From an optimization exercise on the open Yosys and OpenROAD flow, aimed at small area and a short achievable clock period; shortcuts taken in it are not production practice.
RTL that was checked went through simulation tests only; none was proved equivalent to the original.
Power is estimated from default activity; no workload was simulated.

// spi_slave_mem_burst
module spi_slave_mem_burst #(
  parameter int ADDR_W   = 8,
  parameter int DATA_W   = 8,
  parameter int AUTO_INC = 1
) (
  input  logic clk,
  input  logic rst_n,
  input  logic ss_n,
  input  logic MOSI,
  output logic MISO,
  output logic valid_MISO,
  output logic sready
);
Size: about 4500 cells after synthesis, about 7 I/O pins, roughly 0.080 mm^2 of cells after synthesis.
==> module spi_slave_mem_burst, before the edit <==
module spi_slave_mem_burst #(
  parameter int ADDR_W   = 8,
  parameter int DATA_W   = 8,
  parameter int AUTO_INC = 1
) (
  input  logic clk,
  input  logic rst_n,
  input  logic ss_n,
  input  logic MOSI,
  output logic MISO,
  output logic valid_MISO,
  output logic sready
);
  localparam int WORDS = 256;
  localparam int G     = 8;              
  localparam int GW    = WORDS / G;      
  logic       st_cmd, st_addr_w, st_addr_r, st_wdata, st_rd_wait;
  logic       miso_q, valid_q, busy_q, idle_q;
  logic [2:0] cnt;
  logic [6:0] sh;
  logic [6:0] tx;
  logic [15:0] wlo_n, whi_n;  
  logic [15:0] rlo, rhi;    
  logic [7:0] mem [0:WORDS-1];
  logic [7:0] rd_grp [0:G-1];
  logic [7:0] word_in;
  logic       at2, at3, go;
  logic       addr_done_w, addr_done_r, wr_en, rd_load;
  logic       rdata_nxt;
  logic [7:0] rd_word;
  assign idle_q      = !busy_q;
  assign word_in     = {sh, MOSI};
  assign go          = !ss_n;
  assign at2         = (cnt == 3'd2);
  assign at3         = (cnt == 3'd3);
  assign addr_done_w = go && st_addr_w && at2;
  assign addr_done_r = go && st_addr_r && at2;
  assign wr_en       = go && st_wdata && at2;
  assign rd_load     = go && (st_rd_wait || (valid_q && at3));
  assign rdata_nxt   = go && (st_rd_wait || valid_q);
  always_ff @(posedge clk or negedge rst_n) begin
    if (!rst_n) begin
      busy_q     <= 1'b0;
      st_cmd     <= 1'b0;
      st_addr_w  <= 1'b0;
      st_addr_r  <= 1'b0;
      st_wdata   <= 1'b0;
      st_rd_wait <= 1'b0;
      valid_q    <= 1'b0;
      miso_q     <= 1'b0;
    end else begin
      busy_q     <= go;
      st_cmd     <= go && idle_q;
      st_addr_w  <= go && ((st_cmd && !sh[0] && !MOSI) || (st_addr_w && !at2));
      st_addr_r  <= go && ((st_cmd &&  sh[0] && !MOSI) || (st_addr_r && !at2));
      st_wdata   <= go && ((st_cmd && !sh[0] &&  MOSI) || st_wdata);
      st_rd_wait <= go && st_cmd && sh[0] && MOSI;
      valid_q    <= rdata_nxt;
      miso_q     <= rdata_nxt && (rd_load ? rd_word[7] : tx[6]);
    end
  end
  always_ff @(posedge clk) begin
    sh  <= word_in[6:0];
    cnt <= idle_q ? 3'd2 : cnt + 3'd1;
    tx  <= rd_load ? rd_word[6:0] : {tx[5:0], 1'b0};
  end
  always_ff @(posedge clk or negedge rst_n) begin
    if (!rst_n) begin
      wlo_n <= ~16'd1;
      whi_n <= ~16'd1;
      rlo   <= 16'd1;
      rhi   <= 16'd1;
    end else begin
      if (addr_done_w) begin
        wlo_n <= ~(16'd1 << word_in[3:0]);
        whi_n <= ~(16'd1 << word_in[7:4]);
      end else if (wr_en) begin
        wlo_n <= {wlo_n[14:0], wlo_n[15]};
        if (!wlo_n[15]) whi_n <= {whi_n[14:0], whi_n[15]};
      end
      if (addr_done_r) begin
        rlo <= 16'd1 << word_in[3:0];
        rhi <= 16'd1 << word_in[7:4];
      end else if (rd_load) begin
        rlo <= {rlo[14:0], rlo[15]};
        if (rlo[15]) rhi <= {rhi[14:0], rhi[15]};
      end
    end
  end
  logic [WORDS-1:0] wsel, rsel;
  always_comb begin
    wsel = '0;
    rsel = '0;
    for (int i = 0; i < 16; i++)
      for (int j = 0; j < 16; j++)
        wsel[i*16 + j] = !(whi_n[i] | !(!wlo_n[j] & wr_en));
    for (int i = 0; i < 16; i++)
      for (int j = 0; j < 16; j++)
        rsel[i*16 + j] = rhi[i] & rlo[j];
  end
  for (genvar w = 0; w < WORDS; w++) begin : g_row
    always_ff @(posedge clk) begin
      if (wsel[w]) mem[w] <= word_in;
    end
  end
  for (genvar g = 0; g < G; g++) begin : g_grp
    logic [7:0] acc;
    always_comb begin
      acc = '0;
      for (int i = 0; i < GW; i++)
        acc = acc | (mem[g*GW + i] & {8{rsel[g*GW + i]}});
    end
    always_ff @(posedge clk) rd_grp[g] <= acc;
  end
  always_comb begin
    rd_word = '0;
    for (int g = 0; g < G; g++) rd_word = rd_word | rd_grp[g];
  end
  assign sready     = idle_q;
  assign valid_MISO = valid_q;
  assign MISO       = miso_q;
endmodule
clock: 4.5 ns
lec_check: 0
cap_margin: 20
core_margin: 2
core_utilization: 60
cts_cluster_diameter: 100
cts_cluster_size: 28
setup_slack_margin: 2.3
slew_margin: 20
standard.sh (not shown) runs the stock make flow with config.mk's settings and CLKGATE_MAP_FILE= SYNTH_SCRIPT=/design/flow/synth_recipe.tcl, a recipe that flattens the netlist after the stock synthesis.
==> flow/flow/run.sh <==
#!/bin/bash
# Standard ORFS layout (the standard.sh, standard synthesis unchanged) with two changes:
#  - ports are buffered with buf_4 instead of the cell buffer_ports picks by default
#    (a delay cell on sky130hd), so the port buffers can be resized like any buffer;
#  - repair_timing/repair_design may resize across cell footprints.
set -euo pipefail
bash standard.sh MATCH_CELL_FOOTPRINT=0 "BUFFER_PORTS_ARGS=-buffer_cell sky130_fd_sc_hd__buf_4" finish > make_finish.log 2>&1
Edit:
--- a/flow/design.v
+++ b/flow/design.v
@@ -86,30 +86,34 @@
         if (rlo[15]) rhi <= {rhi[14:0], rhi[15]};
       end
     end
   end
-  logic [WORDS-1:0] wsel, rsel;
+  logic [WORDS-1:0] wsel;
   always_comb begin
     wsel = '0;
-    rsel = '0;
     for (int i = 0; i < 16; i++)
       for (int j = 0; j < 16; j++)
         wsel[i*16 + j] = !(whi_n[i] | !(!wlo_n[j] & wr_en));
-    for (int i = 0; i < 16; i++)
-      for (int j = 0; j < 16; j++)
-        rsel[i*16 + j] = rhi[i] & rlo[j];
   end
   for (genvar w = 0; w < WORDS; w++) begin : g_row
     always_ff @(posedge clk) begin
       if (wsel[w]) mem[w] <= word_in;
     end
   end
+  logic [7:0] blk [0:15];
+  always_comb begin
+    for (int i = 0; i < 16; i++) begin
+      blk[i] = '0;
+      for (int j = 0; j < 16; j++)
+        blk[i] = blk[i] | (mem[i*16 + j] & {8{rlo[j]}});
+    end
+  end
   for (genvar g = 0; g < G; g++) begin : g_grp
     logic [7:0] acc;
     always_comb begin
       acc = '0;
-      for (int i = 0; i < GW; i++)
-        acc = acc | (mem[g*GW + i] & {8{rsel[g*GW + i]}});
+      for (int i = 0; i < 16 / G; i++)
+        acc = acc | (blk[g*(16/G) + i] & {8{rhi[g*(16/G) + i]}});
     end
     always_ff @(posedge clk) rd_grp[g] <= acc;
   end
   always_comb begin
Effect: Global-route usage hardly moves. Non-clock buffer count came out lower by 31. Design area came out lower slightly. Die area went down slightly. Power drops by a few percent. Core utilization grows by 0.69 points. Combinational power shrinks by about a fifth. Maximum frequency goes up slightly.
No run of this note included a check of the RTL's function; only the layout flow was run.

== run a ==
spi_slave_mem_burst, a different RTL version from the one above (not shown whole).
For scale: ~4400 cells after synthesis, roughly 7 I/O pins, ~0.081 mm2 of cells after synthesis.
==> module spi_slave_mem_burst, before the edit <==
module spi_slave_mem_burst #(
  parameter int ADDR_W   = 8,
  parameter int DATA_W   = 8,
  parameter int AUTO_INC = 1
) (
  input  logic clk,
  input  logic rst_n,
  input  logic ss_n,
  input  logic MOSI,
  output logic MISO,
  output logic valid_MISO,
  output logic sready
);
  localparam int WORDS = 256;
  logic       st_cmd, st_addr_w, st_addr_r, st_wdata, st_rd_wait;
  logic       miso_q, valid_q, busy_q, idle_q;
  logic [2:0] cnt;
  logic [6:0] sh;
  logic [6:0] tx;
  logic [15:0] wlo, whi;    
  logic [15:0] rlo, rhi;    
  logic [7:0] mem [0:WORDS-1];
  logic [7:0] word_in;
  logic       at2, at3, go;
  logic       addr_done_w, addr_done_r, wr_en, rd_load;
  logic       rdata_nxt;
  logic [7:0] rd_word;
  assign idle_q      = !busy_q;
  assign word_in     = {sh, MOSI};
  assign go          = !ss_n;
  assign at2         = (cnt == 3'd2);
  assign at3         = (cnt == 3'd3);
  assign addr_done_w = go && st_addr_w && at2;
  assign addr_done_r = go && st_addr_r && at2;
  assign wr_en       = go && st_wdata && at2;
  assign rd_load     = go && (st_rd_wait || (valid_q && at3));
  assign rdata_nxt   = go && (st_rd_wait || valid_q);
  always_ff @(posedge clk or negedge rst_n) begin
    if (!rst_n) begin
      busy_q     <= 1'b0;
      st_cmd     <= 1'b0;
      st_addr_w  <= 1'b0;
      st_addr_r  <= 1'b0;
      st_wdata   <= 1'b0;
      st_rd_wait <= 1'b0;
      valid_q    <= 1'b0;
      miso_q     <= 1'b0;
    end else begin
      busy_q     <= go;
      st_cmd     <= go && idle_q;
      st_addr_w  <= go && ((st_cmd && !sh[0] && !MOSI) || (st_addr_w && !at2));
      st_addr_r  <= go && ((st_cmd &&  sh[0] && !MOSI) || (st_addr_r && !at2));
      st_wdata   <= go && ((st_cmd && !sh[0] &&  MOSI) || st_wdata);
      st_rd_wait <= go && st_cmd && sh[0] && MOSI;
      valid_q    <= rdata_nxt;
      miso_q     <= rdata_nxt && (rd_load ? rd_word[7] : tx[6]);
    end
  end
  always_ff @(posedge clk) begin
    sh  <= word_in[6:0];
    cnt <= idle_q ? 3'd2 : cnt + 3'd1;
    tx  <= rd_load ? rd_word[6:0] : {tx[5:0], 1'b0};
  end
  always_ff @(posedge clk or negedge rst_n) begin
    if (!rst_n) begin
      wlo   <= 16'd1;
      whi   <= 16'd1;
      rlo   <= 16'd1;
      rhi   <= 16'd1;
    end else begin
      if (addr_done_w) begin
        wlo <= 16'd1 << word_in[3:0];
        whi <= 16'd1 << word_in[7:4];
      end else if (wr_en) begin
        wlo <= {wlo[14:0], wlo[15]};
        if (wlo[15]) whi <= {whi[14:0], whi[15]};
      end
      if (addr_done_r) begin
        rlo <= 16'd1 << word_in[3:0];
        rhi <= 16'd1 << word_in[7:4];
      end else if (rd_load) begin
        rlo <= {rlo[14:0], rlo[15]};
        if (rlo[15]) rhi <= {rhi[14:0], rhi[15]};
      end
    end
  end
  logic [WORDS-1:0] wsel;
  always_comb begin
    wsel = '0;
    for (int i = 0; i < 16; i++)
      for (int j = 0; j < 16; j++)
        wsel[i*16 + j] = whi[i] & (wlo[j] & wr_en);
  end
  for (genvar w = 0; w < WORDS; w++) begin : g_row
    always_ff @(posedge clk) begin
      if (wsel[w]) mem[w] <= word_in;
    end
  end
  logic [7:0] rd_blk [0:15];
  for (genvar i = 0; i < 16; i++) begin : g_blk
    logic [7:0] acc;
    always_comb begin
      acc = '0;
      for (int j = 0; j < 16; j++)
        acc = acc | (mem[i*16 + j] & {8{rlo[j]}});
    end
    always_ff @(posedge clk) rd_blk[i] <= acc;
  end
  always_comb begin
    rd_word = '0;
    for (int i = 0; i < 16; i++) rd_word = rd_word | (rd_blk[i] & {8{rhi[i]}});
  end
  assign sready     = idle_q;
  assign valid_MISO = valid_q;
  assign MISO       = miso_q;
endmodule
export LEC_CHECK = 0
export CAP_MARGIN = 20
export CORE_MARGIN = 2
export CORE_UTILIZATION = 60
export CTS_CLUSTER_DIAMETER = 100
export CTS_CLUSTER_SIZE = 28
export SETUP_SLACK_MARGIN = 2.3
export SLEW_MARGIN = 20
create_clock -name core_clock -period 4.5 [get_ports {clk}]
Scripts as last shown in full above: flow/flow/run.sh
Input-level comparison between run b and run a:
==> flow/design.v <==
module spi_slave_mem_burst #(
  parameter int ADDR_W   = 8,
  parameter int DATA_W   = 8,
  parameter int AUTO_INC = 1
) (
  input  logic clk,
  input  logic rst_n,
  input  logic ss_n,
  input  logic MOSI,
  output logic MISO,
  output logic valid_MISO,
  output logic sready
);
  localparam int WORDS = 256;
  localparam int G     = 8;              
  localparam int GW    = WORDS / G;      
  logic       st_cmd, st_addr_w, st_addr_r, st_wdata, st_rd_wait;
  logic       miso_q, valid_q, busy_q, idle_q;
  logic [2:0] cnt;
  logic [6:0] sh;
  logic [6:0] tx;
  logic [15:0] wlo, whi;    
  logic [15:0] rlo, rhi;    
  logic [7:0] mem [0:WORDS-1];
  logic [7:0] rd_grp [0:G-1];
  logic [7:0] word_in;
  logic       at2, at3, go;
  logic       addr_done_w, addr_done_r, wr_en, rd_load;
  logic       rdata_nxt;
  logic [7:0] rd_word;
  assign idle_q      = !busy_q;
  assign word_in     = {sh, MOSI};
  assign go          = !ss_n;
  assign at2         = (cnt == 3'd2);
  assign at3         = (cnt == 3'd3);
  assign addr_done_w = go && st_addr_w && at2;
  assign addr_done_r = go && st_addr_r && at2;
  assign wr_en       = go && st_wdata && at2;
  assign rd_load     = go && (st_rd_wait || (valid_q && at3));
  assign rdata_nxt   = go && (st_rd_wait || valid_q);
  always_ff @(posedge clk or negedge rst_n) begin
    if (!rst_n) begin
      busy_q     <= 1'b0;
      st_cmd     <= 1'b0;
      st_addr_w  <= 1'b0;
      st_addr_r  <= 1'b0;
      st_wdata   <= 1'b0;
      st_rd_wait <= 1'b0;
      valid_q    <= 1'b0;
      miso_q     <= 1'b0;
    end else begin
      busy_q     <= go;
      st_cmd     <= go && idle_q;
      st_addr_w  <= go && ((st_cmd && !sh[0] && !MOSI) || (st_addr_w && !at2));
      st_addr_r  <= go && ((st_cmd &&  sh[0] && !MOSI) || (st_addr_r && !at2));
      st_wdata   <= go && ((st_cmd && !sh[0] &&  MOSI) || st_wdata);
      st_rd_wait <= go && st_cmd && sh[0] && MOSI;
      valid_q    <= rdata_nxt;
      miso_q     <= rdata_nxt && (rd_load ? rd_word[7] : tx[6]);
    end
  end
  always_ff @(posedge clk) begin
    sh  <= word_in[6:0];
    cnt <= idle_q ? 3'd2 : cnt + 3'd1;
    tx  <= rd_load ? rd_word[6:0] : {tx[5:0], 1'b0};
  end
  always_ff @(posedge clk or negedge rst_n) begin
    if (!rst_n) begin
      wlo   <= 16'd1;
      whi   <= 16'd1;
      rlo   <= 16'd1;
      rhi   <= 16'd1;
    end else begin
      if (addr_done_w) begin
        wlo <= 16'd1 << word_in[3:0];
        whi <= 16'd1 << word_in[7:4];
      end else if (wr_en) begin
        wlo <= {wlo[14:0], wlo[15]};
        if (wlo[15]) whi <= {whi[14:0], whi[15]};
      end
      if (addr_done_r) begin
        rlo <= 16'd1 << word_in[3:0];
        rhi <= 16'd1 << word_in[7:4];
      end else if (rd_load) begin
        rlo <= {rlo[14:0], rlo[15]};
        if (rlo[15]) rhi <= {rhi[14:0], rhi[15]};
      end
    end
  end
  logic [WORDS-1:0] wsel, rsel;
  always_comb begin
    wsel = '0;
    rsel = '0;
    for (int i = 0; i < 16; i++)
      for (int j = 0; j < 16; j++)
        wsel[i*16 + j] = whi[i] & (wlo[j] & wr_en);
    for (int i = 0; i < 16; i++)
      for (int j = 0; j < 16; j++)
        rsel[i*16 + j] = rhi[i] & rlo[j];
  end
  for (genvar w = 0; w < WORDS; w++) begin : g_row
    always_ff @(posedge clk) begin
      if (wsel[w]) mem[w] <= word_in;
    end
  end
  for (genvar g = 0; g < G; g++) begin : g_grp
    logic [7:0] acc;
    always_comb begin
      acc = '0;
      for (int i = 0; i < GW; i++)
        acc = acc | (mem[g*GW + i] & {8{rsel[g*GW + i]}});
    end
    always_ff @(posedge clk) rd_grp[g] <= acc;
  end
  always_comb begin
    rd_word = '0;
    for (int g = 0; g < G; g++) rd_word = rd_word | rd_grp[g];
  end
  assign sready     = idle_q;
  assign valid_MISO = valid_q;
  assign MISO       = miso_q;
endmodule
Results
- Across run b and run a, the outcome is the same: a clean finish for every run.
- Between run b and run a, it is run b whose internal power is lower, by 0.00080 W.
- Run b — power density over cell area 3.6% lower, run a as reference
- | logic depth of the worst register-to-register path | run b vs run a | 1 higher |
- Relative to run a, minimum clock period decreased by 0.15 ns in run b.
- Min routed via count divided by cell count across run b and run a: run b
- Changes observed in run b relative to run a: share of flip-flops with an asynchronous set or reset essentially unchanged; power of the clock network decreased about 4%.
- Routed wire length: run b vs run a down 31 mm
- Share of the clock period used by the worst path after layout was higher in run a than in run b.
- Compared to run a, run b has count of multi-input combinational gates 11% higher.
- Run b vs run a: sequential share of layout area down in run b
Function not checked in run a: the RTL went through the layout flow alone.

==> what the ideal ports hide <==
Ports are ideal in the flow. The routed layouts listed here were re-timed in OpenROAD.
Step 1 (the two cells are an assumption about what drives the block):
set clk [get_ports {clk}]
set_driving_cell -lib_cell sky130_fd_sc_hd__clkbuf_16 $clk
set_driving_cell -lib_cell sky130_fd_sc_hd__buf_2 [delete_from_list [all_inputs] $clk]
Step 2, shift: input delay + t, output delay - t, t = (earliest + latest rising clock arrival at the registers) / 2. This alone moves slack from input paths to output paths.
a / b / c = ideal ports / drivers / drivers and shift; a / b = the first two.
| run | t (ns) | setup WS [ns] | hold WS [ns] | worst register clock-pin slew, ns |
|---|---|---|---|---|
| the first run of note 1 | 0.810 | 2.122 / 2.122 / 1.605 | 0.047 / 0.071 / 0.431 | 0.12 / 0.12 |
| the second run of note 1 | 0.820 | 2.165 / 2.080 / 1.623 | 0.295 / 0.348 / 0.482 | 0.12 / 0.12 |
| run a | 0.836 | 2.096 / 2.006 / 1.750 | 0.238 / 0.262 / 0.458 | 0.12 / 0.12 |
| run b | 0.819 | 2.250 / 2.172 / 1.723 | 0.137 / 0.077 / 0.465 | 0.11 / 0.11 |
After both steps setup and hold are still met in every run listed. For the second run of note 1, which loses most, drivers alone change the setup slack by -0.085 ns; drivers and shift together by -0.542 ns.
